This design comes from an exercise in tuning for small area, a short achievable clock period and few clock cycles per item on the open sky130 flow, not from production work. Function was checked by simulation only, so behaviour that the tests miss may differ from the original. In every run shown here, the design's own scripts or RTL, not TritonCTS, make the clock network. No driver is modelled on the clock port, so clock power and skew are understated where the tree is cut down; a real chip needs a root buffer or a tree. Power is estimated from default activity; no workload was simulated.

==> flow/design.v <==
package hcc_pkg;
   localparam int MAX_ORDER = 16;
   localparam int COORD_W   = MAX_ORDER;
   localparam int INDEX_W   = 2 * MAX_ORDER;
   localparam int ORDER_W   = 5;
   localparam logic ACT_TO_INDEX  = 1'b0;
   localparam logic ACT_TO_COORDS = 1'b1;
   localparam int MAP_W = 4;
endpackage
module hcc_cell (
   input  logic [hcc_pkg::MAP_W-1:0] hi_map,
   input  logic [hcc_pkg::MAP_W-1:0] lo_map,
   output logic [hcc_pkg::MAP_W-1:0] out_map
);
   logic [1:0] hr, hk, lr, lk;
   assign {hr, hk} = hi_map;
   assign {lr, lk} = lo_map;
   assign out_map[2] = (lr[0] & hr[0]) ^ (lr[1] & hr[1]);
   assign out_map[3] = (lr[0] & hr[1]) ^ (lr[1] & (hr[0] ^ hr[1]));
   assign out_map[0] = (lr[0] & hk[0]) ^ (lr[1] & hk[1]) ^ lk[0];
   assign out_map[1] = (lr[0] & hk[1]) ^ (lr[1] & (hk[0] ^ hk[1])) ^ lk[1];
endmodule
module hcc_apply (
   input  logic [1:0]                state_in,
   input  logic [hcc_pkg::MAP_W-1:0] lo_map,
   output logic [1:0]                state_out
);
   logic [1:0] lr, lk;
   assign {lr, lk} = lo_map;
   assign state_out[0] = (lr[0] & state_in[0]) ^ (lr[1] & state_in[1]) ^ lk[0];
   assign state_out[1] = (lr[0] & state_in[1]) ^ (lr[1] & (state_in[0] ^ state_in[1])) ^ lk[1];
endmodule
module hilbert_curve_converter (
   input  logic                        clock,
   input  logic                        reset,
   input  logic                        req_valid,
   output logic                        req_stall,
   input  logic [64:0]                 req_word,
   output logic                        rsp_valid,
   input  logic                        rsp_stall,
   output logic [63:0]                 rsp_word,
   input  logic                        csr_write_enable,
   input  logic [4:0]                  csr_write_data
);
   localparam int N  = hcc_pkg::MAX_ORDER;
   localparam int NP = N / 2;
   localparam int MW = hcc_pkg::MAP_W;
   localparam int NL = 5;                       
   logic [hcc_pkg::ORDER_W-1:0] order_ff;       
   logic [N-1:0]                lvl_mask;       
   logic                        take;           
   logic                        s1_take;        
   logic [N-1:0]                a_in, e_in;
   logic                        s1_valid_ff;
   logic                        s1_action_ff;   
   logic                        s1_action_n_ff;
   logic                        s1_act;         
   logic                        s1_act_b;
   logic [N-1:0]                s1_a_ff, s1_e_ff;
   logic [1:0]                  z7_in;          
   logic [1:0]                  s1_z7_ff;
   logic [NP-1:0][MW-1:0]       pmap;           
   logic [NP-1:0][MW-1:0]       pre_in;         
   logic [NP-1:0][MW-1:0]       pre_out;        
   logic [NP-2:0][1:0]          pz_in;          
   logic [N-1:0]                ah_in;          
   logic                        rsp_valid_ff;
   logic                        rsp_act_x_ff;   
   logic                        rsp_act_y_ff;
   logic                        rsp_ix_hi_ff;   
   logic                        rsp_ix_lo_ff;
   logic [N-1:0]                rsp_a_ff, rsp_e_ff;
   logic [NL-1:0][1:0]          rsp_pz_ff;
   logic [2*NL-1:0]             st_u, st_c;     
   logic [2*NL-1:0]             st1_u, st1_c;   
   function automatic logic [1:0] lvl_step(input logic act, input logic a, input logic e,
                                           input logic [1:0] z);
      logic u, c;
      u = z[1];
      c = z[0];
      if (act == hcc_pkg::ACT_TO_INDEX) begin
         if (!e) u = u ^ c;
         else    c = c ^ u;
      end
      lvl_step = {u ^ (!a & !e), c ^ (a & e)};
   endfunction
   always_ff @(posedge clock) begin
      if (reset) begin
         order_ff <= hcc_pkg::ORDER_W'(N);
      end else if (csr_write_enable) begin
         order_ff <= (csr_write_data[4] && csr_write_data[3:0] != 4'd0) ? hcc_pkg::ORDER_W'(N) : csr_write_data;
      end
   end
   always_comb begin
      lvl_mask = '0;
      for (int s = 0; s < N; s++) begin
         if (order_ff[4] || order_ff[3:0] > 4'(s)) lvl_mask[s] = 1'b1;
      end
   end
   for (genvar s = 0; s < N; s++) begin : g_in
      assign a_in[s] = req_word[64] ? req_word[2*s+1] : req_word[48+s];
      assign e_in[s] = req_word[64] ? req_word[2*s] : req_word[48+s] ^ req_word[32+s];
   end
   always_comb begin
      logic ah, eh, al, el, act;
      logic [1:0] z;
      act = req_word[64];
      ah  = a_in[N-1] & lvl_mask[N-1];
      eh  = e_in[N-1] & lvl_mask[N-1];
      al  = a_in[N-2] & lvl_mask[N-2];
      el  = e_in[N-2] & lvl_mask[N-2];
      z   = lvl_step(act, al, el, lvl_step(act, ah, eh, {order_ff[0], 1'b0}));
      z7_in = {z[0], z[1]};
   end
   assign take      = !rsp_valid_ff || !rsp_stall;
   assign s1_take   = !s1_valid_ff || take;
   assign req_stall = !s1_take;
   always_ff @(posedge clock) begin
      if (reset) begin
         s1_valid_ff <= 1'b0;
      end else if (s1_take) begin
         s1_valid_ff <= req_valid;
      end
   end
   always_ff @(posedge clock) begin
      if (reset) begin
         rsp_valid_ff <= 1'b0;
      end else if (take) begin
         rsp_valid_ff <= s1_valid_ff;
      end
   end
   always_ff @(posedge clock) begin
      if (s1_take) begin
         s1_action_ff   <= req_word[64];
         s1_action_n_ff <= !req_word[64];
         s1_a_ff      <= a_in & lvl_mask;
         s1_e_ff      <= e_in & lvl_mask;
         s1_z7_ff     <= z7_in;
      end
   end
   assign s1_act   = s1_action_ff;
   assign s1_act_b = !s1_action_n_ff;
   for (genvar j = 0; j < NP; j++) begin : g_pair
      logic ah, eh, al, el;
      logic [1:0] r, k;
      assign ah = s1_a_ff[2*j+1];
      assign eh = s1_e_ff[2*j+1];
      assign al = s1_a_ff[2*j];
      assign el = s1_e_ff[2*j];
      logic act;
      assign act = (j < NP/2) ? s1_act : s1_act_b;
      assign r = (act == hcc_pkg::ACT_TO_INDEX) ? {eh ^ el, !(eh && !el)} : 2'b01;
      assign k = lvl_step(act, al, el, lvl_step(act, ah, eh, 2'b00));
      assign pmap[j] = {r, k[0], k[1]};
   end
   for (genvar i = 0; i < NP; i++) begin : g_pre0
      if (i == 0) begin : g_top
         assign pre_in[i] = {2'b00, s1_z7_ff};
      end else begin : g_rest
         assign pre_in[i] = pmap[NP-1-i];
      end
   end
   logic [MW-1:0] p0_0;
   logic [MW-1:0] p1_0;
   logic [MW-1:0] p2_0;
   logic [MW-1:0] p3_0;
   logic [MW-1:0] p4_0;
   logic [MW-1:0] p5_0;
   logic [MW-1:0] p6_0;
   logic [MW-1:0] p7_0;
   logic [MW-1:0] p1_1;
   logic [MW-1:0] p3_1;
   logic [MW-1:0] p5_1;
   logic [MW-1:0] p7_1;
   logic [MW-1:0] p2_1;
   logic [MW-1:0] p3_2;
   logic [MW-1:0] p6_1;
   logic [MW-1:0] p7_2;
   logic [MW-1:0] p4_1;
   logic [MW-1:0] p5_2;
   logic [MW-1:0] p6_2;
   logic [MW-1:0] p7_3;
   assign p0_0 = pre_in[0];
   assign p1_0 = pre_in[1];
   assign p2_0 = pre_in[2];
   assign p3_0 = pre_in[3];
   assign p4_0 = pre_in[4];
   assign p5_0 = pre_in[5];
   assign p6_0 = pre_in[6];
   assign p7_0 = pre_in[7];
   assign p1_1[3:2] = 2'b00;
   hcc_apply u_n1_1 (.state_in(p0_0[1:0]), .lo_map(p1_0), .state_out(p1_1[1:0]));
   hcc_cell u_n3_1 (.hi_map(p2_0), .lo_map(p3_0), .out_map(p3_1));
   hcc_cell u_n5_1 (.hi_map(p4_0), .lo_map(p5_0), .out_map(p5_1));
   hcc_cell u_n7_1 (.hi_map(p6_0), .lo_map(p7_0), .out_map(p7_1));
   assign p2_1[3:2] = 2'b00;
   hcc_apply u_n2_1 (.state_in(p1_1[1:0]), .lo_map(p2_0), .state_out(p2_1[1:0]));
   assign p3_2[3:2] = 2'b00;
   hcc_apply u_n3_2 (.state_in(p1_1[1:0]), .lo_map(p3_1), .state_out(p3_2[1:0]));
   hcc_cell u_n6_1 (.hi_map(p5_1), .lo_map(p6_0), .out_map(p6_1));
   hcc_cell u_n7_2 (.hi_map(p5_1), .lo_map(p7_1), .out_map(p7_2));
   assign p4_1[3:2] = 2'b00;
   hcc_apply u_n4_1 (.state_in(p3_2[1:0]), .lo_map(p4_0), .state_out(p4_1[1:0]));
   assign p5_2[3:2] = 2'b00;
   hcc_apply u_n5_2 (.state_in(p3_2[1:0]), .lo_map(p5_1), .state_out(p5_2[1:0]));
   assign p6_2[3:2] = 2'b00;
   hcc_apply u_n6_2 (.state_in(p3_2[1:0]), .lo_map(p6_1), .state_out(p6_2[1:0]));
   assign p7_3[3:2] = 2'b00;
   hcc_apply u_n7_3 (.state_in(p3_2[1:0]), .lo_map(p7_2), .state_out(p7_3[1:0]));
   assign pre_out[0] = p0_0;
   assign pre_out[1] = p1_1;
   assign pre_out[2] = p2_1;
   assign pre_out[3] = p3_2;
   assign pre_out[4] = p4_1;
   assign pre_out[5] = p5_2;
   assign pre_out[6] = p6_2;
   assign pre_out[7] = p7_3;
   for (genvar j = 0; j < NP-1; j++) begin : g_pz
      assign pz_in[j] = {pre_out[NP-2-j][0], pre_out[NP-2-j][1]};
   end
   for (genvar j = 0; j < NP; j++) begin : g_upper
      if (j < NL) begin : g_lower
         assign ah_in[2*j+1] = s1_a_ff[2*j+1];
         assign ah_in[2*j]   = s1_a_ff[2*j];
      end else begin : g_upper
         logic [1:0] zs, zl;
         if (j == NP-1) begin : g_top
            assign zs = {order_ff[0], 1'b0};
         end else begin : g_rest
            assign zs = pz_in[j];
         end
         assign zl = lvl_step(s1_act_b, s1_a_ff[2*j+1], s1_e_ff[2*j+1], zs);
         assign ah_in[2*j+1] = s1_a_ff[2*j+1] ^ (s1_e_ff[2*j+1] ? zs[1] : zs[0]);
         assign ah_in[2*j]   = s1_a_ff[2*j] ^ (s1_e_ff[2*j] ? zl[1] : zl[0]);
      end
   end
   always_ff @(posedge clock) begin
      if (take) begin
         rsp_act_x_ff  <= s1_action_ff;
         rsp_act_y_ff  <= !s1_action_n_ff;
         rsp_ix_hi_ff  <= !s1_action_ff;
         rsp_ix_lo_ff  <= s1_action_n_ff;
         rsp_a_ff      <= ah_in;
         rsp_e_ff      <= s1_e_ff;
         rsp_pz_ff     <= pz_in[NL-1:0];
      end
   end
   for (genvar j = 0; j < NL; j++) begin : g_state
      logic [1:0] zs;
      assign zs = rsp_pz_ff[j];
      assign {st_u[2*j+1], st_c[2*j+1]} = zs;
      assign {st_u[2*j], st_c[2*j]} =
         lvl_step(hcc_pkg::ACT_TO_INDEX, rsp_a_ff[2*j+1], rsp_e_ff[2*j+1], zs);
      assign {st1_u[2*j+1], st1_c[2*j+1]} = zs;
      assign {st1_u[2*j], st1_c[2*j]} =
         lvl_step(hcc_pkg::ACT_TO_COORDS, rsp_a_ff[2*j+1], rsp_e_ff[2*j+1], zs);
   end
   for (genvar s = 0; s < N; s++) begin : g_rsp
      logic e, hi0, hi1;
      assign e = rsp_e_ff[s];
      if (s < 2*NL) begin : g_lower
         assign hi0 = rsp_a_ff[s] ^ (e ? st_u[s] : st_c[s]);
         assign hi1 = rsp_a_ff[s] ^ (e ? st1_u[s] : st1_c[s]);
      end else begin : g_upper
         assign hi0 = rsp_a_ff[s];
         assign hi1 = rsp_a_ff[s];
      end
      assign rsp_word[32+2*s+1] = hi0 & rsp_ix_hi_ff;
      assign rsp_word[32+2*s]   = e & rsp_ix_lo_ff;
      assign rsp_word[16+s]     = hi1 & (rsp_act_x_ff == hcc_pkg::ACT_TO_COORDS);
      assign rsp_word[s]        = (hi1 ^ e) & (rsp_act_y_ff == hcc_pkg::ACT_TO_COORDS);
   end
   assign rsp_valid = rsp_valid_ff;
endmodule
==> flow/flow/run.sh <==
#!/bin/bash
# The standard layout, with three changes:
#  - after the standard synthesis, its combinational logic is mapped again by
#    ABC (flow/remap.tcl, script below); every register instance is kept as
#    the standard synthesis made it, with its name and cell;
#  - the ports are buffered by the smallest buffer instead of the delay buffer
#    buffer_ports picks by default; every port still gets its own buffer;
#  - the clock tree is one level of four clkbuf_16 (flow/one_level_cts.tcl)
#    instead of TritonCTS's two-level H-tree.
# Each tool's output goes to a log file of its own in this folder.
set -euo pipefail
work=$(pwd)
results=$work/orfs/results/sky130hd/hilbert_curve_converter/base
export BUFFER_PORTS_ARGS="-buffer_cell sky130_fd_sc_hd__buf_1"
export PRE_CTS_TCL="$work/flow/one_level_cts.tcl"

# standard synthesis
bash standard.sh "$results/1_2_yosys.v" > standard_synth.log 2>&1

# re-map the combinational logic
cp "$results/1_2_yosys.v" "$work/standard_netlist.v"
YOSYS=$(command -v yosys || echo "$FLOW_HOME/../tools/install/yosys/bin/yosys")
REMAP_IN=$work/standard_netlist.v REMAP_OUT=$work/remapped_netlist.v \
REMAP_TOP=${FLOW_TOP:-hilbert_curve_converter} REMAP_STAT=$work/remap_stat.txt \
REMAP_LIB=$FLOW_HOME/platforms/sky130hd/lib/sky130_fd_sc_hd__tt_025C_1v80.lib \
REMAP_SCRIPT="strash; &get -n; &dch -f; &nf -R 1000; &put" \
  "$YOSYS" -c "$work/flow/remap.tcl" > remap.log 2>&1
cp "$work/remapped_netlist.v" "$results/1_2_yosys.v"
touch "$results/1_2_yosys.v"

# the rest of the standard layout on the re-mapped netlist
bash standard.sh finish > standard_layout.log 2>&1
==> flow/flow/one_level_cts.tcl <==
# PRE_CTS hook: build a one-level clock tree in place of TritonCTS's H-tree.
# The clock port drives four clkbuf_16, each of which drives the register
# clock pins of one quarter of the placed registers (split by y, then by x),
# placed at the middle of its quarter. All registers see the same one buffer
# stage, so the tree adds no skew on purpose; it only has less insertion delay.
proc one_level_clock {nb} {
  set block [ord::get_db_block]
  set clk_net [[$block findBTerm clock] getNet]
  set master [[ord::get_db] findMaster sky130_fd_sc_hd__clkbuf_16]
  set pts {}
  foreach it [$clk_net getITerms] {
    set loc [[$it getInst] getLocation]
    lappend pts [list [lindex $loc 0] [lindex $loc 1] $it]
  }
  set pts [lsort -integer -index 1 $pts]
  set n [llength $pts]
  set halves [list [lrange $pts 0 [expr {$n / 2 - 1}]] [lrange $pts [expr {$n / 2}] end]]
  set groups {}
  foreach h $halves {
    set h [lsort -integer -index 0 $h]
    set m [llength $h]
    set k [expr {$nb / 2}]
    for {set g 0} {$g < $k} {incr g} {
      lappend groups [lrange $h [expr {$g * $m / $k}] [expr {($g + 1) * $m / $k - 1}]]
    }
  }
  for {set g 0} {$g < [llength $groups]} {incr g} {
    set grp [lindex $groups $g]
    set sx 0
    set sy 0
    foreach p $grp {
      incr sx [lindex $p 0]
      incr sy [lindex $p 1]
    }
    set cx [expr {$sx / [llength $grp]}]
    set cy [expr {$sy / [llength $grp]}]
    set buf [odb::dbInst_create $block $master "clkbuf_leaf_$g"]
    $buf setLocation $cx $cy
    $buf setPlacementStatus PLACED
    set net [odb::dbNet_create $block "clknet_leaf_$g"]
    $net setSigType CLOCK
    foreach p $grp {
      set it [lindex $p 2]
      $it disconnect
      $it connect $net
    }
    [$buf findITerm X] connect $net
    [$buf findITerm A] connect $clk_net
  }
  puts "one-level clock tree: [llength $groups] clkbuf_16 for $n clock pins"
}

one_level_clock 4
set_propagated_clock [all_clocks]
# the tree is built; TritonCTS is not run on top of it
proc clock_tree_synthesis {args} {
  puts "clock_tree_synthesis skipped: one-level clock tree built in the PRE_CTS hook"
}
==> flow/flow/remap.tcl <==
# Re-map the combinational logic of the standard synthesis netlist for area,
# keeping every register instance (and so its name and cell) as it is.
# Reads $::env(REMAP_IN), writes $::env(REMAP_OUT).
set lib $::env(REMAP_LIB)
yosys read_liberty -ignore_miss_func $lib
# registers and tie cells stay as they are
yosys blackbox {sky130_fd_sc_hd__*df*} {sky130_fd_sc_hd__conb_*}
yosys read_verilog $::env(REMAP_IN)
yosys hierarchy -top $::env(REMAP_TOP)
yosys flatten
yosys opt_clean -purge
yosys abc -liberty $lib -dont_use sky130_fd_sc_hd__probe_p_8 -dont_use sky130_fd_sc_hd__probec_p_8 -dont_use {sky130_fd_sc_hd__lpflow_*} -script "+$::env(REMAP_SCRIPT)"
yosys opt_clean -purge
yosys hilomap -singleton -hicell sky130_fd_sc_hd__conb_1 HI -locell sky130_fd_sc_hd__conb_1 LO
yosys splitnets
yosys opt_clean -purge
yosys write_verilog -noattr -nohex -nodec $::env(REMAP_OUT)
# check the result against the cells as the layout reads them
yosys design -reset
yosys read_liberty -lib $lib
yosys read_verilog $::env(REMAP_OUT)
yosys hierarchy -check -top $::env(REMAP_TOP)
yosys check -assert
yosys tee -o $::env(REMAP_STAT) stat -liberty $lib
==> flow/standard.sh <==
#!/bin/bash
# synth_recipe.tcl (not shown) runs the flow's synth.tcl, then flattens the netlist and writes it again
# the make line also repeats each setting of config.mk as NAME=value (left out here)
make -C /OpenROAD-flow-scripts/flow DESIGN_CONFIG=/design/flow/config.mk WORK_HOME=/design/flow/orfs CLKGATE_MAP_FILE= SYNTH_SCRIPT=/design/flow/synth_recipe.tcl "${@:-finish}"
==> flow/config.mk <==
export PLATFORM = sky130hd
export DESIGN_NAME = hilbert_curve_converter
export DESIGN_NICKNAME = hilbert_curve_converter
export VERILOG_FILES = /design/flow/design.v
export SDC_FILE = /design/flow/constraint.sdc
export NUM_CORES = 4
export LEC_CHECK = 0
export ABC_AREA = 1
export CAP_MARGIN = 20
export CORE_AREA = 2.3 2.72 112.7 112.88
export DIE_AREA = 0 0 115 115.2
export SETUP_SLACK_MARGIN = 2.6
export SLEW_MARGIN = 20
export TNS_END_PERCENT = 5
==> flow/constraint.sdc <==
create_clock -name core_clock -period 5.0 [get_ports {clock}]
set_input_delay 1.0000 -clock core_clock [delete_from_list [all_inputs] [get_ports {clock}]]
set_output_delay 1.0000 -clock core_clock [all_outputs]
set_load 0.01 [all_outputs]
==> results of run 1 <==
[per-stage QoR]
stage               hold slack (ns)  std cells  area (um2)  worst slack [ns]  util [%]
global placement              0.409        900        6500              1.70      54.1
finish                        0.428        932        6920              2.11      57.6
CTS                           0.434        929        6840              2.15      57.0
global route                  0.451        932        6920              1.93      57.6
floorplan                     0.400        611        5770              2.12         -
detailed placement            0.415        900        6500              1.55      54.1
[path summary, 6_finish.rpt]
path / endpoint / cells after the start / slack [ns]
max: rsp_pz_ff[0]$_DFFE_PP_ / 13 / 2.11
min: rsp_e_ff[1]$_DFFE_PP_ / 0 / 0.43
max reg2reg: rsp_pz_ff[0]$_DFFE_PP_ / 13 / 2.11
min reg2reg: rsp_e_ff[1]$_DFFE_PP_ / 0 / 0.43
[routing by layer]
| metal | up-vias | track usage (%) |
|---|---|---|
| met5 | - | 0 |
| met4 | 0 | 3.21 |
| met3 | 17 | 0.791 |
| met2 | 164 | 35.9 |
| met1 | 2229 | 29.2 |
| li1 | 2468 | - |
[flip-flops by register name, indices dropped and copies added (netlist names), 2 cells and up]
name       count
order_ff       5
rsp_e_ff      16
rsp_a_ff      16
rsp_pz_ff     10
s1_z7_ff       2
s1_e_ff       16
s1_a_ff       16
[worst max-delay path: stages, from the launching register on]
cell and delay [ns]:
sky130_fd_sc_hd__edfxtp_1 0.46, sky130_fd_sc_hd__buf_6 0.16, sky130_fd_sc_hd__nand3b_1 0.15, sky130_fd_sc_hd__nand2_1 0.12, sky130_fd_sc_hd__xnor2_2 0.17, sky130_fd_sc_hd__xnor2_2 0.27, sky130_fd_sc_hd__xor2_1 0.23, sky130_fd_sc_hd__nor2b_1 0.07
sky130_fd_sc_hd__mux2i_1 0.23, sky130_fd_sc_hd__xnor2_2 0.21, sky130_fd_sc_hd__xnor2_2 0.17, sky130_fd_sc_hd__a21oi_1 0.09, sky130_fd_sc_hd__a31oi_1 0.23, sky130_fd_sc_hd__xnor2_1 0.10
[power by group through the flow]
| stage | Sequential, mW | Combinational (mW) | Clock [mW] |
|---|---|---|---|
| floorplan | 1.14 | 1.27 | 0 |
| global route | 1.20 | 1.98 | 0.358 |
| global placement | 1.19 | 1.54 | 0 |
| finish | 1.17 | 1.79 | 0.332 |
| CTS | 1.17 | 1.75 | 0.333 |
| detailed placement | 1.19 | 1.57 | 0 |
[final cells by class]
class | count | area [um2] | area share [%]
tap | 147 | 184 | 2.66
buffer | 4 | 100 | 1.45
sequential | 89 | 2600 | 37.6
inverter | 15 | 60.1 | 0.868
timing repair buffer | 170 | 762 | 11.0
multi-input combinational | 507 | 3210 | 46.4
[repair_timing]
| item | 4_1_cts | 5_1_grt |
|---|---|---|
| buffers inserted | 25 | 3 |
| cloned | 0 | 0 |
| gates resized for setup | 17 | 12 |
| pin swaps | 14 | 12 |
| setup endpoints to repair | 68 | 78 |
==> out/metrics.json, run 1 <==
{
  "status": {"value": "finished clean"},
  "finalCriticalPeriod": {"value": 2.89, "unit": "ns"},
  "synth-warning-count": {"value": 1},
  "clkLatencyLatePin": {"value": 0.16, "unit": "ns"},
  "finalWirelength": {"value": 14000, "unit": "um"},
  "worst_pin_slew": {"value": 0.780, "unit": "ns"},
  "gr-total-overflow": {"value": 0},
  "grt_pass1_wl": {"value": 22000, "unit": "um"},
  "grt_start_max_net_pins": {"value": 47},
  "synth.cell_area": {"value": 5710, "unit": "um2"},
  "power_report.internal_total": {"value": 2.04, "unit": "mW"},
  "drt.antenna.violating_nets": {"value": 0},
  "max_clock_freq": {"value": 346, "unit": "MHz"},
  "antennaDiodeCount": {"value": 0},
  "initial_utilization": {"value": 47.6, "unit": "%"},
  "io_buffers": {"value": 140},
  "skew": {"value": 0.00940, "unit": "ns"},
  "area.growth.synth_to_final": {"value": 21.2, "unit": "%"},
  "r2r_start": {"value": "s1_action_n_ff$_DFFE_PN_"},
  "final.period_utilization": {"value": 57.9, "unit": "%"},
  "dr.pass1.iters": {"value": 4},
  "die_width": {"value": 115, "unit": "um"},
  "slew_violations": {"value": 0},
  "totalNegativeSetupSlack": {"value": 0, "unit": "ns"},
  "critical_path.startpoint_type": {"value": "flop"},
  "ioPinCount": {"value": 141},
  "gpl.final_weighted_congestion": {"value": 0.905},
  "clk_transition_reported_paths": {"value": 0.09, "unit": "ns"},
  "wl_met3": {"value": 744, "unit": "um"},
  "drv.max_cap_violation_count": {"value": 0},
  "power.sequential.fraction": {"value": 35.6, "unit": "%"},
  "crit_path_max_fanout": {"value": 5},
  "drtIter0Drc": {"value": 222},
  "top_layer_reached_by_signal_wires": {"value": "met4"},
  "antenna_violations_before_repair": {"value": 0},
  "power.share.switching": {"value": 37.9, "unit": "%"},
  "critical_path_arrival": {"value": 2.80, "unit": "ns"},
  "final_common_cell": {"value": "sky130_fd_sc_hd__buf_1"},
  "worst_setup_path_startpoint": {"value": "s1_action_n_ff$_DFFE_PN_"},
  "cts_stage_hold_buffer_count": {"value": 0},
  "die-height": {"value": 115, "unit": "um"},
  "avgViaCountPerCell": {"value": 5.23},
  "required": {"value": 4.91, "unit": "ns"},
  "grt_use_total": {"value": 20.5, "unit": "%"},
  "holdCritStartpoint": {"value": "s1_e_ff[1]$_DFFE_PN_"},
  "leakagePower": {"value": 2.54, "unit": "nW"},
  "core": {"value": 12000, "unit": "um2"},
  "final_nets": {"value": 862},
  "maxSlewHeadroom": {"value": 48.0, "unit": "%"},
  "mostFrequentLayoutCells": {"value": "sky130_fd_sc_hd__buf_1 (139), sky130_fd_sc_hd__edfxtp_1 (82), sky130_fd_sc_hd__nor2_1 (79)"},
  "fillerInstances": {"value": 1066},
  "grt_setup_unrepaired": {"value": "true"},
  "hold_class": {"value": "reg2reg"},
  "timing_worst_setup_path_type": {"value": "reg2reg"},
  "drive_gt1_share": {"value": 8.03, "unit": "%"},
  "route.layer.met1.wl": {"value": 6470, "unit": "um"},
  "post_synth.cell_area_avg": {"value": 9.35, "unit": "um2"},
  "cp-end-kind": {"value": "flop"},
  "power_per_cell_area": {"value": 476, "unit": "nW/um2"},
  "postSynthCellCount": {"value": 611},
  "p_sw": {"value": 1.25, "unit": "mW"},
  "die_area": {"value": 13200, "unit": "um2"},
  "clockPowerShare": {"value": 10.1, "unit": "%"},
  "setup_violations": {"value": 0},
  "ir_worst_vdd": {"value": 0.251, "unit": "mV"},
  "share_comb_of_total_power": {"value": 54.3, "unit": "%"},
  "detail_route.wl_per_cell": {"value": 15.1, "unit": "um"},
  "route.vias.total": {"value": 4878},
  "dp_hpwl": {"value": 10100, "unit": "um"},
  "total_power_of_the_final_layout": {"value": 3.29, "unit": "mW"},
  "core.rowCount": {"value": 40},
  "dr_wl_met2": {"value": 6570, "unit": "um"},
  "first_global_vias": {"value": 4538},
  "drcViolationCount": {"value": 0},
  "finalHoldViolations": {"value": 0},
  "syn-num-nets": {"value": 686}
}
Testbench counts, summed over its fixed seeds: cycles 2,568, items 2,560.
==> inputs of run 2 (changes only) <==
--- a/flow/config.mk
+++ b/flow/config.mk
@@ -10,5 +10,5 @@
 export CORE_AREA = 2.3 2.72 112.7 112.88
 export DIE_AREA = 0 0 115 115.2
-export SETUP_SLACK_MARGIN = 2.6
+export SETUP_SLACK_MARGIN = 2.4
 export SLEW_MARGIN = 20
 export TNS_END_PERCENT = 5
==> run 2 against run 1 <==
First-iteration DRC count is 0.90% lower; still clean; largest cell class unchanged; clock power hardly changed; register-to-register slack hardly changed; clock skew hardly changed; sequential share of layout area is 0.30 points lower; global-route usage hardly changed; synthesized cell count stayed put; via count is 0.12% higher; design area is 0.80% higher; wire length is 0.21% lower; cell count is 0.32% higher.
==> out/metrics.json, run 2 <==
{
  "gpl.final_weighted_congestion": {"value": 0.905, "change": "unchanged"},
  "status": {"value": "finished clean", "change": "unchanged"},
  "core.rowCount": {"value": 40, "change": "unchanged"},
  "synth.cell_area": {"value": 5710, "unit": "um2", "change": "unchanged"},
  "dr.pass1.iters": {"value": 4, "change": "unchanged"},
  "synth-warning-count": {"value": 1, "change": "unchanged"},
  "syn-num-nets": {"value": 686, "change": "unchanged"},
  "crit_path_max_fanout": {"value": 4, "change": "was 5"},
  "worst_pin_slew": {"value": 0.719, "unit": "ns", "change": "was 0.780 ns"},
  "drcViolationCount": {"value": 0, "change": "unchanged"},
  "power_per_cell_area": {"value": 476, "unit": "nW/um2", "change": "about the same"},
  "fin_hold_ws": {"value": 0.428, "unit": "ns", "change": "about the same"},
  "first_global_vias": {"value": 4533, "change": "was 4538"},
  "initial_utilization": {"value": 47.6, "unit": "%", "change": "unchanged"},
  "grt_setup_unrepaired": {"value": "true", "change": "unchanged"},
  "final_nets": {"value": 865, "change": "was 862"},
  "maxSlewHeadroom": {"value": 52.1, "unit": "%", "change": "was 48.0%"},
  "drt.antenna.violating_nets": {"value": 0, "change": "unchanged"},
  "finalCriticalPeriod": {"value": 2.89, "unit": "ns", "change": "about the same"},
  "grt_start_max_net_pins": {"value": 47, "change": "unchanged"},
  "detail_route.wl_per_cell": {"value": 15.0, "unit": "um", "change": "was 15.1 um"},
  "required": {"value": 4.91, "unit": "ns", "change": "about the same"},
  "clk_transition_reported_paths": {"value": 0.09, "unit": "ns", "change": "about the same"},
  "finalHoldViolations": {"value": 0, "change": "unchanged"},
  "drive_gt1_share": {"value": 9.39, "unit": "%", "change": "was 8.03%"},
  "avgViaCountPerCell": {"value": 5.22, "change": "was 5.23"},
  "finalWirelength": {"value": 14000, "unit": "um", "change": "about the same"},
  "critical_path_arrival": {"value": 2.80, "unit": "ns", "change": "about the same"},
  "drv.max_cap_violation_count": {"value": 0, "change": "unchanged"},
  "total_power_of_the_final_layout": {"value": 3.32, "unit": "mW", "change": "was 3.29 mW"},
  "mostFrequentLayoutCells": {"value": "sky130_fd_sc_hd__buf_1 (139), sky130_fd_sc_hd__edfxtp_1 (82), sky130_fd_sc_hd__nor2_1 (77)", "change": "was sky130_fd_sc_hd__buf_1 (139), sky130_fd_sc_hd__edfxtp_1 (82), sky130_fd_sc_hd__nor2_1 (79)"},
  "postSynthCellCount": {"value": 611, "change": "unchanged"},
  "slew_violations": {"value": 0, "change": "unchanged"},
  "dp_hpwl": {"value": 10100, "unit": "um", "change": "unchanged"},
  "hold_class": {"value": "reg2reg", "change": "unchanged"},
  "area.growth.synth_to_final": {"value": 22.1, "unit": "%", "change": "was 21.2%"},
  "setup_violations": {"value": 0, "change": "unchanged"},
  "final_design_area_no_fill": {"value": 6980, "unit": "um2", "change": "was 6920 um2"},
  "totalNegativeSetupSlack": {"value": 0, "unit": "ns", "change": "unchanged"},
  "cts_stage_hold_buffer_count": {"value": 0, "change": "unchanged"},
  "final_common_cell": {"value": "sky130_fd_sc_hd__buf_1", "change": "unchanged"},
  "antennaDiodeCount": {"value": 0, "change": "unchanged"},
  "leakagePower": {"value": 2.57, "unit": "nW", "change": "was 2.54 nW"},
  "grt_pass1_wl": {"value": 22000, "unit": "um", "change": "about the same"},
  "timing_worst_setup_path_type": {"value": "reg2reg", "change": "unchanged"},
  "drtIter0Drc": {"value": 220, "change": "was 222"},
  "critical_path.startpoint_type": {"value": "flop", "change": "unchanged"},
  "ioPinCount": {"value": 141, "change": "unchanged"},
  "ir_worst_vdd": {"value": 0.250, "unit": "mV", "change": "was 0.251 mV"},
  "die_width": {"value": 115, "unit": "um", "change": "unchanged"},
  "final.period_utilization": {"value": 57.7, "unit": "%", "change": "was 57.9%"},
  "grt_use_total": {"value": 20.5, "unit": "%", "change": "about the same"},
  "antenna_violations_before_repair": {"value": 0, "change": "unchanged"},
  "clkLatencyLatePin": {"value": 0.16, "unit": "ns", "change": "about the same"},
  "die_area": {"value": 13200, "unit": "um2", "change": "unchanged"},
  "cp-end-kind": {"value": "flop", "change": "unchanged"},
  "skew": {"value": 0.00977, "unit": "ns", "change": "was 0.00940 ns"},
  "post_synth.cell_area_avg": {"value": 9.35, "unit": "um2", "change": "unchanged"},
  "route.vias.total": {"value": 4884, "change": "was 4878"},
  "io_buffers": {"value": 140, "change": "unchanged"},
  "max_clock_freq": {"value": 346, "unit": "MHz", "change": "about the same"},
  "fillerInstances": {"value": 1062, "change": "was 1066"},
  "dpl_worst_slack": {"value": 1.55, "unit": "ns", "change": "unchanged"},
  "gr-total-overflow": {"value": 0, "change": "unchanged"},
  "core": {"value": 12000, "unit": "um2", "change": "unchanged"},
  "die-height": {"value": 115, "unit": "um", "change": "unchanged"},
  "worst_slack": {"value": 2.11, "unit": "ns", "change": "about the same"},
  "dp_area": {"value": 6500, "unit": "um2", "change": "unchanged"}
}
## run 2: area by class of cell
class                      count  area [um2]  area share, %
sequential                    89        2600           37.3
multi-input combinational    507        3250           46.5
buffer                         4         100           1.43
timing repair buffer         173         785           11.2
tap                          147         184           2.64
inverter                      15        58.8          0.843
## run 2: metal layers
layer | share of wire [%] | vias up | global-route usage, %
li1 | - | 2473 | -
met1 | 47 | 2257 | 29.2
met2 | 47 | 145 | 35.8
met3 | 5.0 | 9 | 0.791
met4 | 0.96 | 0 | 3.21
met5 | 0 | - | 0
## run 2: timing repair
action | CTS | global route
hold endpoints to repair | 0 | 0
gates resized for setup | 11 | 27
buffers inserted | 25 | 6
setup endpoints to repair | 29 | 41
pin swaps | 12 | 17
## run 2: critical path: stages (launching register included)
cell	delay, ns
sky130_fd_sc_hd__edfxtp_1	0.41
sky130_fd_sc_hd__buf_6	0.13
sky130_fd_sc_hd__nand2_1	0.08
sky130_fd_sc_hd__or2_1	0.26
sky130_fd_sc_hd__o21ai_2	0.17
sky130_fd_sc_hd__xor2_2	0.23
sky130_fd_sc_hd__buf_4	0.16
sky130_fd_sc_hd__nor2_1	0.04
sky130_fd_sc_hd__xnor2_1	0.25
sky130_fd_sc_hd__xnor2_2	0.18
sky130_fd_sc_hd__clkinv_2	0.11
sky130_fd_sc_hd__xnor2_2	0.22
sky130_fd_sc_hd__a21oi_1	0.09
sky130_fd_sc_hd__a31oi_1	0.22
sky130_fd_sc_hd__xnor2_1	0.09
## run 2: final timing paths
kind                            depth (start not counted)                      from                      to  slack [ns]
worst max-delay path                                   14  s1_action_n_ff$_DFFE_PN_  rsp_pz_ff[0]$_DFFE_PP_        2.11
worst min-delay path                                    0      s1_a_ff[1]$_DFFE_PN_   rsp_a_ff[1]$_DFFE_PP_        0.43
worst max register to register                         14  s1_action_n_ff$_DFFE_PN_  rsp_pz_ff[0]$_DFFE_PP_        2.11
worst min register to register                          0      s1_a_ff[1]$_DFFE_PN_   rsp_a_ff[1]$_DFFE_PP_        0.43
## run 2: stage by stage
stage | util [%] | std cells
after floorplan | - | 611
after global placement | 54.1 | 900
after detailed placement | 54.1 | 900
after CTS | 56.8 | 929
after global routing | 58.1 | 935
final | 58.1 | 935
## run 2: where the power goes
part	internal [mW]	leakage, nW	switching [mW]
sequential	1.03	0.946	0.144
combinational	0.894	1.57	0.923
clock	0.147	0.0493	0.188
==> inputs of run 3 (changes only) <==
--- a/flow/config.mk
+++ b/flow/config.mk
@@ -8,7 +8,7 @@
 export ABC_AREA = 1
 export CAP_MARGIN = 20
-export CORE_AREA = 2.3 2.72 112.7 112.88
-export DIE_AREA = 0 0 115 115.2
-export SETUP_SLACK_MARGIN = 2.4
+export CORE_AREA = 2.3 2.72 105.8 106.08
+export DIE_AREA = 0 0 108 108.5
+export SETUP_SLACK_MARGIN = 2.6
 export SLEW_MARGIN = 20
 export TNS_END_PERCENT = 5
==> run 3 against run 2 <==
Worst setup slack lost 0.028 ns; global-route usage up 1.7 points; via count up 1.2%; wire length down 2.5%; combinational power increased by 4%; design area increased by 0.75%.
==> out/metrics.json, run 3 <==
{
  "worst_pin_slew": {"value": 0.705, "unit": "ns", "change": "was 0.719 ns"},
  "finalHoldViolations": {"value": 0, "change": "unchanged"},
  "timing_worst_setup_path_type": {"value": "reg2reg", "change": "unchanged"},
  "postSynthCellCount": {"value": 611, "change": "unchanged"},
  "grt_setup_unrepaired": {"value": "true", "change": "unchanged"},
  "grt_start_max_net_pins": {"value": 47, "change": "unchanged"},
  "finalCriticalPeriod": {"value": 2.92, "unit": "ns", "change": "was 2.89 ns"},
  "setup.reg_to_reg.worst_slack": {"value": 2.08, "unit": "ns", "change": "was 2.11 ns"},
  "die_area": {"value": 11700, "unit": "um2", "change": "was 13200 um2"},
  "syn-num-nets": {"value": 686, "change": "unchanged"},
  "area.growth.synth_to_final": {"value": 23.0, "unit": "%", "change": "was 22.1%"},
  "post_synth.cell_area_avg": {"value": 9.35, "unit": "um2", "change": "unchanged"},
  "gpl.final_weighted_congestion": {"value": 0.891, "change": "was 0.905"},
  "route.vias.total": {"value": 4945, "change": "was 4884"},
  "gr-total-overflow": {"value": 0, "change": "unchanged"},
  "final.period_utilization": {"value": 58.3, "unit": "%", "change": "was 57.7%"},
  "clockPowerShare": {"value": 9.5, "unit": "%", "change": "was 10.1%"},
  "dr.pass1.iters": {"value": 5, "change": "was 4"},
  "drv.max_cap_violation_count": {"value": 0, "change": "unchanged"},
  "core": {"value": 10700, "unit": "um2", "change": "was 12000 um2"},
  "dp_hpwl": {"value": 9700, "unit": "um", "change": "was 10100 um"},
  "clk_transition_reported_paths": {"value": 0.09, "unit": "ns", "change": "about the same"},
  "p_sw": {"value": 1.26, "unit": "mW", "change": "was 1.25 mW"},
  "drcViolationCount": {"value": 0, "change": "unchanged"},
  "hold_class": {"value": "reg2reg", "change": "unchanged"},
  "power_per_cell_area": {"value": 480, "unit": "nW/um2", "change": "was 476 nW/um2"},
  "initial_utilization": {"value": 53.4, "unit": "%", "change": "was 47.6%"},
  "synth.cell_area": {"value": 5710, "unit": "um2", "change": "unchanged"},
  "skew": {"value": 0.00682, "unit": "ns", "change": "was 0.00977 ns"},
  "drt.antenna.violating_nets": {"value": 0, "change": "unchanged"},
  "avgViaCountPerCell": {"value": 5.27, "change": "was 5.22"},
  "antenna_violations_before_repair": {"value": 0, "change": "unchanged"},
  "power.sequential.fraction": {"value": 34.6, "unit": "%", "change": "was 35.2%"},
  "clkLatencyLatePin": {"value": 0.15, "unit": "ns", "change": "was 0.16 ns"},
  "r2r_cells": {"value": 15, "change": "was 14"},
  "endpoint": {"value": "rsp_pz_ff[0]$_DFFE_PP_", "change": "unchanged"},
  "crit_path_max_fanout": {"value": 4, "change": "unchanged"},
  "r2r_start": {"value": "s1_action_n_ff$_DFFE_PN_", "change": "unchanged"},
  "first_global_vias": {"value": 4349, "change": "was 4533"},
  "r2r_end": {"value": "rsp_pz_ff[0]$_DFFE_PP_", "change": "unchanged"},
  "slew_violations": {"value": 0, "change": "unchanged"},
  "final_common_cell": {"value": "sky130_fd_sc_hd__buf_1", "change": "unchanged"},
  "final_nets": {"value": 876, "change": "was 865"},
  "drive_gt1_share": {"value": 9.76, "unit": "%", "change": "was 9.39%"},
  "status": {"value": "finished clean", "change": "unchanged"},
  "critical_path_arrival": {"value": 2.82, "unit": "ns", "change": "was 2.80 ns"},
  "synth-warning-count": {"value": 1, "change": "unchanged"},
  "worst_slack": {"value": 2.08, "unit": "ns", "change": "was 2.11 ns"},
  "max_clock_freq": {"value": 343, "unit": "MHz", "change": "was 346 MHz"},
  "hold_depth": {"value": 0, "change": "unchanged"},
  "power.share.switching": {"value": 37.4, "unit": "%", "change": "was 37.8%"},
  "dpl_worst_slack": {"value": 1.66, "unit": "ns", "change": "was 1.55 ns"},
  "power_report.internal_total": {"value": 2.11, "unit": "mW", "change": "was 2.07 mW"},
  "die-height": {"value": 109, "unit": "um", "change": "was 115 um"},
  "cp-end-kind": {"value": "flop", "change": "unchanged"},
  "required": {"value": 4.90, "unit": "ns", "change": "was 4.91 ns"},
  "ioPinCount": {"value": 141, "change": "unchanged"},
  "delay_of_the_slowest_critical_path_stage": {"value": 0.44, "unit": "ns", "change": "was 0.41 ns"},
  "worstPathCellList": {"value": "buf_6 -> nand2_2 -> or2_1 -> o21ai_2 -> xor2_2 -> nor2_1 -> o21ai_1 -> o21ai_1 -> xnor2_1 -> xnor2_2 -> buf_6 -> xnor2_4 -> a21oi_1 -> a31oi_1 -> xnor2_1", "change": "was buf_6 -> nand2_1 -> or2_1 -> o21ai_2 -> xor2_2 -> buf_4 -> nor2_1 -> xnor2_1 -> xnor2_2 -> clkinv_2 -> xnor2_2 -> a21oi_1 -> a31oi_1 -> xnor2_1"},
  "core.rowCount": {"value": 38, "change": "was 40"},
  "cts_stage_hold_buffer_count": {"value": 0, "change": "unchanged"},
  "ir_worst_vdd": {"value": 0.249, "unit": "mV", "change": "was 0.250 mV"},
  "grt_use_total": {"value": 22.2, "unit": "%", "change": "was 20.5%"},
  "drtIter0Drc": {"value": 272, "change": "was 220"},
  "share_comb_of_total_power": {"value": 55.9, "unit": "%", "change": "was 54.7%"},
  "critical_path.startpoint_type": {"value": "flop", "change": "unchanged"},
  "worst_setup_path_startpoint": {"value": "s1_action_n_ff$_DFFE_PN_", "change": "unchanged"},
  "maxSlewHeadroom": {"value": 53.0, "unit": "%", "change": "was 52.1%"},
  "setup_violations": {"value": 0, "change": "unchanged"},
  "io_buffers": {"value": 140, "change": "unchanged"},
  "detail_route.wl_per_cell": {"value": 14.5, "unit": "um", "change": "was 15.0 um"},
  "leakagePower": {"value": 2.61, "unit": "nW", "change": "was 2.57 nW"},
  "crit_path_top_delay_cell": {"value": "sky130_fd_sc_hd__edfxtp_1", "change": "unchanged"},
  "mostFrequentLayoutCells": {"value": "sky130_fd_sc_hd__buf_1 (139), sky130_fd_sc_hd__edfxtp_1 (82), sky130_fd_sc_hd__nor2_1 (78)", "change": "was sky130_fd_sc_hd__buf_1 (139), sky130_fd_sc_hd__edfxtp_1 (82), sky130_fd_sc_hd__nor2_1 (77)"},
  "totalNegativeSetupSlack": {"value": 0, "unit": "ns", "change": "unchanged"},
  "finalWirelength": {"value": 13600, "unit": "um", "change": "was 14000 um"},
  "total_power_of_the_final_layout": {"value": 3.38, "unit": "mW", "change": "was 3.32 mW"},
  "grt_pass1_wl": {"value": 20800, "unit": "um", "change": "was 22000 um"},
  "die_width": {"value": 108, "unit": "um", "change": "was 115 um"},
  "antennaDiodeCount": {"value": 0, "change": "unchanged"}
}
run 3: cell types whose count changed in the layout (fill, tap and decap cells not counted), moves of 2 or more:
| cell | change |
|---|---|
| sky130_fd_sc_hd__xnor2_2 | -2 |
| sky130_fd_sc_hd__a21oi_2 | -2 |
| sky130_fd_sc_hd__o21ai_2 | -2 |
| sky130_fd_sc_hd__buf_4 | +9 |
| sky130_fd_sc_hd__a21oi_1 | +2 |
| sky130_fd_sc_hd__buf_6 | +2 |
run 3: routing by layer:
layer,GRT usage [%],wire (um),share of wire (%),vias to the layer above
met5,0,0,0,-
met4,3.57,235,1.7,0
met3,1.21,882,6.5,17
met2,39.2,6470,47,189
met1,31.0,6060,44,2245
li1,-,-,-,2494
run 3: critical path: cells and delay by family (launching register included):
family | cells | cell delay [ns]
xor+xnor | 5 | 0.84
compound gates | 5 | 0.69
flops | 1 | 0.44
simple gates | 3 | 0.43
buf+inv | 2 | 0.28
run 3: power by group through the flow:
stage | logic, mW | clock network (mW) | registers, mW
floorplan | 1.27 | 0 | 1.14
global placement | 1.52 | 0 | 1.18
detailed placement | 1.57 | 0 | 1.19
CTS | 1.72 | 0.325 | 1.17
global route | 2.07 | 0.351 | 1.19
finish | 1.89 | 0.321 | 1.17
run 3: how the worst min path moves through the flow:
stage,from,slack (ns),endpoint
after CTS,s1_e_ff[1]$_DFFE_PN_,0.42,rsp_e_ff[1]$_DFFE_PP_
after detailed placement,s1_a_ff[1]$_DFFE_PN_,0.40,rsp_a_ff[1]$_DFFE_PP_
final,s1_e_ff[1]$_DFFE_PN_,0.42,rsp_e_ff[1]$_DFFE_PP_
after floorplan,s1_a_ff[0]$_DFFE_PN_,0.40,rsp_a_ff[0]$_DFFE_PP_
after global routing,s1_e_ff[1]$_DFFE_PN_,0.43,rsp_e_ff[1]$_DFFE_PP_
after global placement,s1_e_ff[1]$_DFFE_PN_,0.40,rsp_e_ff[1]$_DFFE_PP_
run 3: area by class of cell:
class                           instances  area [um2]
Buffer                                  4         100
Fill cell                             915        3670
Inverter                               15        58.8
Multi-Input combinational cell        507        3220
Sequential cell                        89        2600
Tap cell                              140         175
Timing Repair Buffer                  184         872
run 3: repair_timing:
action                                  in CTS  in global routing
setup buffers                               29                 12
pin swaps                                   14                 16
cloned                                       0                  0
gates resized for setup                     11                 20
endpoints found under the setup margin      50                 55
run 3: per-stage QoR:
step	instances	hold WS, ns	cell area [um2]	utilization (%)
4_1_cts	927	0.423	6860	64.1
3_5_place_dp	894	0.405	6500	60.7
2_1_floorplan	611	0.400	5770	-
5_1_grt	939	0.435	7030	65.7
6_report	939	0.423	7030	65.7
3_3_place_gp	894	0.403	6500	60.7
==> inputs of run 4 (changes only) <==
--- a/flow/flow/run.sh
+++ b/flow/flow/run.sh
@@ -24,5 +24,5 @@
 REMAP_TOP=${FLOW_TOP:-hilbert_curve_converter} REMAP_STAT=$work/remap_stat.txt \
 REMAP_LIB=$FLOW_HOME/platforms/sky130hd/lib/sky130_fd_sc_hd__tt_025C_1v80.lib \
-REMAP_SCRIPT="strash; &get -n; &dch -f; &nf -R 1000; &put" \
+REMAP_SCRIPT="strash; &get -n; &fraig -x; &dch -f; &nf -R 1000; &put" \
   "$YOSYS" -c "$work/flow/remap.tcl" > remap.log 2>&1
 cp "$work/remapped_netlist.v" "$results/1_2_yosys.v"
--- a/flow/config.mk
+++ b/flow/config.mk
@@ -8,6 +8,6 @@
 export ABC_AREA = 1
 export CAP_MARGIN = 20
-export CORE_AREA = 2.3 2.72 105.8 106.08
-export DIE_AREA = 0 0 108 108.5
+export CORE_AREA = 2.3 2.72 112.7 112.88
+export DIE_AREA = 0 0 115 115.2
 export SETUP_SLACK_MARGIN = 2.6
 export SLEW_MARGIN = 20
==> run 4 against run 3 <==
Critical path depth decreased by 1; combinational power about the same; wire length grew 7.4%; first-iteration DRC count decreased by 2.2%; area after synthesis hardly changed; sequential share of layout area down 0.74 points; largest cell class unchanged; largest power group unchanged.
==> out/metrics.json, run 4 <==
{
  "final_nets": {"value": 879, "change": "was 876"},
  "cts_stage_hold_buffer_count": {"value": 0, "change": "unchanged"},
  "use_met3": {"value": 1.90, "unit": "%", "change": "was 1.21%"},
  "max_clock_freq": {"value": 345, "unit": "MHz", "change": "was 343 MHz"},
  "syn-num-nets": {"value": 691, "change": "was 686"},
  "setup_violations": {"value": 0, "change": "unchanged"},
  "synth.cell_area": {"value": 5720, "unit": "um2", "change": "was 5710 um2"},
  "drt.antenna.violating_nets": {"value": 0, "change": "unchanged"},
  "grt_use_total": {"value": 21.5, "unit": "%", "change": "was 22.2%"},
  "die-height": {"value": 115, "unit": "um", "change": "was 109 um"},
  "required": {"value": 4.91, "unit": "ns", "change": "was 4.90 ns"},
  "crit_family": {"value": "XOR/XNOR gates", "change": "unchanged"},
  "grt_pass1_wl": {"value": 23000, "unit": "um", "change": "was 20800 um"},
  "dr.pass1.iters": {"value": 5, "change": "unchanged"},
  "power_per_cell_area": {"value": 471, "unit": "nW/um2", "change": "was 480 nW/um2"},
  "route.vias.total": {"value": 5003, "change": "was 4945"},
  "timing.critical_path.mode_cell": {"value": "sky130_fd_sc_hd__xnor2_2"},
  "ioPinCount": {"value": 141, "change": "unchanged"},
  "worst_slack": {"value": 2.10, "unit": "ns", "change": "was 2.08 ns"},
  "critical_path.n_buffers_inverters": {"value": 4, "change": "was 2"},
  "hold_class": {"value": "reg2reg", "change": "unchanged"},
  "maxSlewHeadroom": {"value": 45.8, "unit": "%", "change": "was 53.0%"},
  "critical_path.startpoint_type": {"value": "flop", "change": "unchanged"},
  "status": {"value": "finished clean", "change": "unchanged"},
  "core": {"value": 12000, "unit": "um2", "change": "was 10700 um2"},
  "ir_worst_vdd": {"value": 0.217, "unit": "mV", "change": "was 0.249 mV"},
  "first_global_vias": {"value": 4671, "change": "was 4349"},
  "clk_transition_reported_paths": {"value": 0.09, "unit": "ns", "change": "about the same"},
  "area.growth.synth_to_final": {"value": 25.5, "unit": "%", "change": "was 23.0%"},
  "final.period_utilization": {"value": 58.0, "unit": "%", "change": "was 58.3%"},
  "finalWirelength": {"value": 14700, "unit": "um", "change": "was 13600 um"},
  "drive_gt1_share": {"value": 11.1, "unit": "%", "change": "was 9.76%"},
  "core.rowCount": {"value": 40, "change": "was 38"},
  "worstPathCellList": {"value": "buf_4 -> buf_4 -> o21ai_2 -> xor2_2 -> nand2_1 -> xnor2_2 -> xnor2_2 -> xnor2_2 -> clkinv_2 -> xnor2_2 -> clkinv_2 -> a22oi_2 -> o21bai_1 -> xnor2_1", "change": "was buf_6 -> nand2_2 -> or2_1 -> o21ai_2 -> xor2_2 -> nor2_1 -> o21ai_1 -> o21ai_1 -> xnor2_1 -> xnor2_2 -> buf_6 -> xnor2_4 -> a21oi_1 -> a31oi_1 -> xnor2_1"},
  "timing_worst_setup_path_type": {"value": "reg2reg", "change": "unchanged"},
  "crit_path_max_fanout": {"value": 4, "change": "unchanged"},
  "dpl_worst_slack": {"value": 1.24, "unit": "ns", "change": "was 1.66 ns"},
  "io_buffers": {"value": 140, "change": "unchanged"},
  "mostFrequentLayoutCells": {"value": "sky130_fd_sc_hd__buf_1 (139), sky130_fd_sc_hd__edfxtp_1 (82), sky130_fd_sc_hd__nor2_1 (75)", "change": "was sky130_fd_sc_hd__buf_1 (139), sky130_fd_sc_hd__edfxtp_1 (82), sky130_fd_sc_hd__nor2_1 (78)"},
  "synth-warning-count": {"value": 1, "change": "unchanged"},
  "die_area": {"value": 13200, "unit": "um2", "change": "was 11700 um2"},
  "gpl.final_weighted_congestion": {"value": 0.874, "change": "was 0.891"},
  "avgViaCountPerCell": {"value": 5.27, "change": "about the same"},
  "slew_violations": {"value": 0, "change": "unchanged"},
  "post_synth.cell_area_avg": {"value": 9.28, "unit": "um2", "change": "was 9.35 um2"},
  "delay_of_the_slowest_critical_path_stage": {"value": 0.46, "unit": "ns", "change": "was 0.44 ns"},
  "grt_start_max_net_pins": {"value": 47, "change": "unchanged"},
  "worst_pin_slew": {"value": 0.814, "unit": "ns", "change": "was 0.705 ns"},
  "clkLatencyLatePin": {"value": 0.15, "unit": "ns", "change": "about the same"},
  "final_common_cell": {"value": "sky130_fd_sc_hd__buf_1", "change": "unchanged"},
  "global_route.usage.met2": {"value": 37.0, "unit": "%", "change": "was 39.2%"},
  "postSynthCellCount": {"value": 616, "change": "was 611"},
  "totalNegativeSetupSlack": {"value": 0, "unit": "ns", "change": "unchanged"},
  "drcViolationCount": {"value": 0, "change": "unchanged"},
  "fraction_of_met1_tracks_used_by_global_routing": {"value": 30.3, "unit": "%", "change": "was 31.0%"},
  "detail_route.wl_per_cell": {"value": 15.4, "unit": "um", "change": "was 14.5 um"},
  "gr-total-overflow": {"value": 0, "change": "unchanged"},
  "finalCriticalPeriod": {"value": 2.90, "unit": "ns", "change": "was 2.92 ns"},
  "finalHoldViolations": {"value": 0, "change": "unchanged"},
  "skew": {"value": 0.00635, "unit": "ns", "change": "was 0.00682 ns"},
  "dp_hpwl": {"value": 9830, "unit": "um", "change": "was 9700 um"},
  "die_width": {"value": 115, "unit": "um", "change": "was 108 um"},
  "crit_path_top_delay_cell": {"value": "sky130_fd_sc_hd__edfxtp_1", "change": "unchanged"},
  "drtIter0Drc": {"value": 266, "change": "was 272"},
  "cp-end-kind": {"value": "flop", "change": "unchanged"},
  "busiest_layer": {"value": "met2", "change": "unchanged"},
  "critical_path_arrival": {"value": 2.81, "unit": "ns", "change": "was 2.82 ns"},
  "grt_setup_unrepaired": {"value": "true", "change": "unchanged"},
  "drv.max_cap_violation_count": {"value": 0, "change": "unchanged"},
  "leakagePower": {"value": 2.66, "unit": "nW", "change": "was 2.61 nW"},
  "antennaDiodeCount": {"value": 0, "change": "unchanged"},
  "initial_utilization": {"value": 47.6, "unit": "%", "change": "was 53.4%"},
  "antenna_violations_before_repair": {"value": 0, "change": "unchanged"}
}
## run 4: path summary, 6_finish.rpt
| check | from | cells past startpoint | end | slack [ns] |
|---|---|---|---|---|
| max | s1_e_ff[11]$_DFFE_PN_ | 14 | rsp_pz_ff[0]$_DFFE_PP_ | 2.10 |
| min | s1_e_ff[1]$_DFFE_PN_ | 0 | rsp_e_ff[1]$_DFFE_PP_ | 0.43 |
| max reg2reg | s1_e_ff[11]$_DFFE_PN_ | 14 | rsp_pz_ff[0]$_DFFE_PP_ | 2.10 |
| min reg2reg | s1_e_ff[1]$_DFFE_PN_ | 0 | rsp_e_ff[1]$_DFFE_PP_ | 0.43 |
## run 4: per-stage QoR
stage                     cells  hold WS, ns  instance area (um2)  util, %  total power, mW
after floorplan             616        0.400                 5770        -             2.37
after global placement      904        0.402                 6490     54.0             2.69
after detailed placement    904        0.408                 6490     54.0             2.72
after CTS                   936        0.428                 6960     58.0             3.28
after global routing        949        0.432                 7170     59.7             3.62
final                       949        0.426                 7170     59.7             3.38
## run 4: layout make-up
class                      count  area [um2]
fill                        1039        4840
multi-input combinational    512        3340
sequential                    89        2600
timing repair buffer         181         876
tap                          147         184
buffer                         4         100
inverter                      16        76.3
## run 4: report_power, final
group / switching [mW] / total, mW / internal [mW]
sequential: 0.150 / 1.18 / 1.03
combinational: 0.960 / 1.88 / 0.917
clock: 0.179 / 0.325 / 0.146
## run 4: layer usage
metal / share of wire (%) / wire length, um / vias up
met2: 48 / 7050 / 177
met4: 2.2 / 322 / 0
met1: 44 / 6490 / 2295
met3: 5.4 / 791 / 23
li1: - / - / 2508
met5: 0 / 0 / -
## run 4: what timing repair did
action                                  CTS  global route
endpoints found under the hold margin     0             0
pin swaps                                15            17
gates resized for setup                  33            22
setup buffers                            26            13
endpoints found under the setup margin   70            76
cloned                                    2             0
## run 4: worst register-to-register path: stages (launching register included)
cell and delay, ns:
sky130_fd_sc_hd__edfxtp_1 0.46, sky130_fd_sc_hd__buf_4 0.18, sky130_fd_sc_hd__buf_4 0.15, sky130_fd_sc_hd__o21ai_2 0.15
sky130_fd_sc_hd__xor2_2 0.22, sky130_fd_sc_hd__nand2_1 0.14, sky130_fd_sc_hd__xnor2_2 0.18, sky130_fd_sc_hd__xnor2_2 0.17
sky130_fd_sc_hd__xnor2_2 0.21, sky130_fd_sc_hd__clkinv_2 0.12, sky130_fd_sc_hd__xnor2_2 0.20, sky130_fd_sc_hd__clkinv_2 0.09
sky130_fd_sc_hd__a22oi_2 0.15, sky130_fd_sc_hd__o21bai_1 0.14, sky130_fd_sc_hd__xnor2_1 0.08
==> inputs of run 5 (changes only) <==
--- a/flow/flow/run.sh
+++ b/flow/flow/run.sh
@@ -24,5 +24,5 @@
 REMAP_TOP=${FLOW_TOP:-hilbert_curve_converter} REMAP_STAT=$work/remap_stat.txt \
 REMAP_LIB=$FLOW_HOME/platforms/sky130hd/lib/sky130_fd_sc_hd__tt_025C_1v80.lib \
-REMAP_SCRIPT="strash; &get -n; &fraig -x; &dch -f; &nf -R 1000; &put" \
+REMAP_SCRIPT="strash; &get -n; &dch; &nf -R 1000; &put" \
   "$YOSYS" -c "$work/flow/remap.tcl" > remap.log 2>&1
 cp "$work/remapped_netlist.v" "$results/1_2_yosys.v"
==> run 5 against run 4 <==
Still clean on timing, DRC and antenna; combinational power is 9% higher; fmax hardly changed; worst hold slack better by 0.0019 ns.
==> out/metrics.json, run 5 <==
{
  "io_buffers": {"value": 140, "change": "unchanged"},
  "worst_pin_slew": {"value": 0.770, "unit": "ns", "change": "was 0.814 ns"},
  "core": {"value": 12000, "unit": "um2", "change": "unchanged"},
  "crit_path_max_fanout": {"value": 6, "change": "was 4"},
  "drtIter0Drc": {"value": 225, "change": "was 266"},
  "dp_cells": {"value": 889, "change": "was 904"},
  "maxSlewHeadroom": {"value": 48.7, "unit": "%", "change": "was 45.8%"},
  "hold_class": {"value": "reg2reg", "change": "unchanged"},
  "dpl_worst_slack": {"value": 1.34, "unit": "ns", "change": "was 1.24 ns"},
  "status": {"value": "finished clean", "change": "unchanged"},
  "grt_use_total": {"value": 20.3, "unit": "%", "change": "was 21.5%"},
  "clk_transition_reported_paths": {"value": 0.09, "unit": "ns", "change": "about the same"},
  "dr.pass1.iters": {"value": 5, "change": "unchanged"},
  "final_common_cell": {"value": "sky130_fd_sc_hd__buf_1", "change": "unchanged"},
  "leakagePower": {"value": 2.59, "unit": "nW", "change": "was 2.66 nW"},
  "finalCriticalPeriod": {"value": 2.90, "unit": "ns", "change": "about the same"},
  "gpl.final_weighted_congestion": {"value": 0.813, "change": "was 0.874"},
  "critical_path_arrival": {"value": 2.81, "unit": "ns", "change": "about the same"},
  "detail_route.wl_per_cell": {"value": 15.6, "unit": "um", "change": "was 15.4 um"},
  "area.growth.synth_to_final": {"value": 26.3, "unit": "%", "change": "was 25.5%"},
  "synth-warning-count": {"value": 1, "change": "unchanged"},
  "clkLatencyLatePin": {"value": 0.15, "unit": "ns", "change": "about the same"},
  "avgViaCountPerCell": {"value": 5.29, "change": "was 5.27"},
  "mostFrequentLayoutCells": {"value": "sky130_fd_sc_hd__buf_1 (138), sky130_fd_sc_hd__edfxtp_1 (82), sky130_fd_sc_hd__nor2_1 (75)", "change": "was sky130_fd_sc_hd__buf_1 (139), sky130_fd_sc_hd__edfxtp_1 (82), sky130_fd_sc_hd__nor2_1 (75)"},
  "setup_violations": {"value": 0, "change": "unchanged"},
  "die_width": {"value": 115, "unit": "um", "change": "unchanged"},
  "drt.antenna.violating_nets": {"value": 0, "change": "unchanged"},
  "drive_gt1_share": {"value": 11.9, "unit": "%", "change": "was 11.1%"},
  "skew": {"value": 0.00547, "unit": "ns", "change": "was 0.00635 ns"},
  "final.period_utilization": {"value": 58.0, "unit": "%", "change": "about the same"},
  "grt_start_max_net_pins": {"value": 47, "change": "unchanged"},
  "required": {"value": 4.91, "unit": "ns", "change": "about the same"},
  "route.vias.total": {"value": 4948, "change": "was 5003"},
  "total_power_of_the_final_layout": {"value": 3.55, "unit": "mW", "change": "was 3.38 mW"},
  "first_global_vias": {"value": 4379, "change": "was 4671"},
  "postSynthCellCount": {"value": 600, "change": "was 616"},
  "finalHoldViolations": {"value": 0, "change": "unchanged"},
  "cp-end-kind": {"value": "flop", "change": "unchanged"},
  "synth.cell_area": {"value": 5670, "unit": "um2", "change": "was 5720 um2"},
  "timing_worst_setup_path_type": {"value": "reg2reg", "change": "unchanged"},
  "fin_cells": {"value": 935, "change": "was 949"},
  "drv.max_cap_violation_count": {"value": 0, "change": "unchanged"},
  "totalNegativeSetupSlack": {"value": 0, "unit": "ns", "change": "unchanged"},
  "worst_slack": {"value": 2.10, "unit": "ns", "change": "about the same"},
  "ioPinCount": {"value": 141, "change": "unchanged"},
  "grt_pass1_wl": {"value": 21600, "unit": "um", "change": "was 23000 um"},
  "initial_utilization": {"value": 47.2, "unit": "%", "change": "was 47.6%"},
  "final_nets": {"value": 865, "change": "was 879"},
  "drcViolationCount": {"value": 0, "change": "unchanged"},
  "grt_setup_unrepaired": {"value": "true", "change": "unchanged"},
  "core.rowCount": {"value": 40, "change": "unchanged"},
  "post_synth.cell_area_avg": {"value": 9.45, "unit": "um2", "change": "was 9.28 um2"},
  "max_clock_freq": {"value": 345, "unit": "MHz", "change": "about the same"},
  "antennaDiodeCount": {"value": 0, "change": "unchanged"},
  "syn-num-nets": {"value": 675, "change": "was 691"},
  "slew_violations": {"value": 0, "change": "unchanged"},
  "die_area": {"value": 13200, "unit": "um2", "change": "unchanged"},
  "gr-total-overflow": {"value": 0, "change": "unchanged"},
  "finalWirelength": {"value": 14600, "unit": "um", "change": "was 14700 um"},
  "die-height": {"value": 115, "unit": "um", "change": "unchanged"},
  "antenna_violations_before_repair": {"value": 0, "change": "unchanged"},
  "ir_worst_vdd": {"value": 0.226, "unit": "mV", "change": "was 0.217 mV"},
  "power_per_cell_area": {"value": 496, "unit": "nW/um2", "change": "was 471 nW/um2"},
  "dp_hpwl": {"value": 9770, "unit": "um", "change": "was 9830 um"},
  "critical_path.startpoint_type": {"value": "flop", "change": "unchanged"}
}
## run 5: changes by cell type in the layout (fill, tap and decap cells not counted), moves of 4 or more
cell,before,now
sky130_fd_sc_hd__a21oi_1,65,60
sky130_fd_sc_hd__clkinv_1,12,8
sky130_fd_sc_hd__nand2_1,62,49
sky130_fd_sc_hd__nand2b_1,11,5
sky130_fd_sc_hd__nand3_1,10,4
sky130_fd_sc_hd__o21a_1,0,4
sky130_fd_sc_hd__xnor2_1,63,70
sky130_fd_sc_hd__xor2_1,33,28
## run 5: worst paths after layout
| kind | slack, ns | cells past startpoint | to | start |
|---|---|---|---|---|
| hold reg to reg | 0.43 | 0 | rsp_a_ff[1]$_DFFE_PP_ | s1_a_ff[1]$_DFFE_PN_ |
| hold / removal | 0.43 | 0 | rsp_a_ff[1]$_DFFE_PP_ | s1_a_ff[1]$_DFFE_PN_ |
| setup / recovery | 2.10 | 16 | rsp_pz_ff[0]$_DFFE_PP_ | s1_action_n_ff$_DFFE_PN_ |
| setup reg to reg | 2.10 | 16 | rsp_pz_ff[0]$_DFFE_PP_ | s1_action_n_ff$_DFFE_PN_ |
## run 5: cell type report
| cell class | instances | area (um2) |
|---|---|---|
| Fill cell | 1048 | 4850 |
| Multi-Input combinational cell | 501 | 3310 |
| Sequential cell | 89 | 2600 |
| Timing Repair Buffer | 183 | 908 |
| Tap cell | 147 | 184 |
| Buffer | 4 | 100 |
| Inverter | 11 | 48.8 |
## run 5: what timing repair did
action | 4_1_cts | 5_1_grt
hold endpoints to repair | 0 | 0
pin swaps | 14 | 19
setup buffers | 18 | 22
hold buffers | 0 | 0
setup endpoints to repair | 75 | 78
gates cloned | 2 | 0
gates resized for setup | 19 | 46
## run 5: per-layer routing
metal	wire, um	global-route usage, %
met1	6230	27.1
met2	7550	37.8
met3	631	1.32
met4	168	1.93
met5	0	0
## run 5: power by group
part / total [mW] / switching [mW] / leakage [nW] / internal (mW)
clock network: 0.327 / 0.180 / 0.0493 / 0.146
registers: 1.18 / 0.149 / 0.942 / 1.03
logic: 2.04 / 1.03 / 1.60 / 1.02
total: 3.55 / 1.35 / 2.59 / 2.19
## run 5: worst max-delay path: stages, from the launching register on
cell,delay [ns]
sky130_fd_sc_hd__edfxtp_1,0.45
sky130_fd_sc_hd__inv_4,0.09
sky130_fd_sc_hd__nor2_4,0.14
sky130_fd_sc_hd__nand2_2,0.09
sky130_fd_sc_hd__nand2_2,0.10
sky130_fd_sc_hd__nand2_2,0.08
sky130_fd_sc_hd__xor2_2,0.17
sky130_fd_sc_hd__xnor2_2,0.24
sky130_fd_sc_hd__buf_6,0.17
sky130_fd_sc_hd__xnor2_4,0.13
sky130_fd_sc_hd__a31oi_4,0.11
sky130_fd_sc_hd__xor2_2,0.15
sky130_fd_sc_hd__buf_6,0.14
sky130_fd_sc_hd__xnor2_4,0.20
sky130_fd_sc_hd__a21oi_2,0.07
sky130_fd_sc_hd__a31oi_1,0.19
sky130_fd_sc_hd__xnor2_1,0.10
## run 5: through the flow
step / hold slack, ns / util, % / instance area, um2
floorplan: 0.400 / - / 5720
global placement: 0.403 / 53.7 / 6440
detailed placement: 0.411 / 53.7 / 6440
CTS: 0.432 / 56.7 / 6810
global route: 0.436 / 59.6 / 7160
finish: 0.428 / 59.6 / 7160

## afterwards: timing with drivers on the ports
Ports are ideal in the flow. The routed layouts listed here were re-timed in OpenROAD.
Step 1 (the two cells are an assumption about what drives the block):
set clk [get_ports {clock}]
set_driving_cell -lib_cell sky130_fd_sc_hd__clkbuf_16 $clk
set_driving_cell -lib_cell sky130_fd_sc_hd__buf_2 [delete_from_list [all_inputs] $clk]
Step 2 also shifts input and output timing later by t, the mid clock arrival at the registers, as if the neighbouring blocks saw the same clock.
a / b / c = ideal ports / drivers / drivers and shift; a / b = the first two.
| run | t (ns) | setup slack, ns | latest minus earliest clock arrival (ns) | worst slew at a driven data input, ns | cell pins on the clock port's net |
|---|---|---|---|---|---|
| run 1 | 0.238 | 2.106 / 2.099 / 1.978 | 0.010 / 0.010 | 0.04 | 4 |
| run 2 | 0.238 | 2.113 / 2.109 / 1.973 | 0.010 / 0.010 | 0.04 | 4 |
| run 3 | 0.232 | 2.085 / 2.085 / 2.037 | 0.007 / 0.007 | 0.04 | 4 |
| run 4 | 0.233 | 2.101 / 2.101 / 2.101 | 0.008 / 0.008 | 0.10 | 4 |
| run 5 | 0.236 | 2.100 / 2.078 / 2.100 | 0.007 / 0.006 | 0.11 | 4 |
After both steps every run listed still meets setup and hold. The setup slack of run 2, which loses most, moves by -0.004 ns with the drivers and by -0.140 ns with both steps.
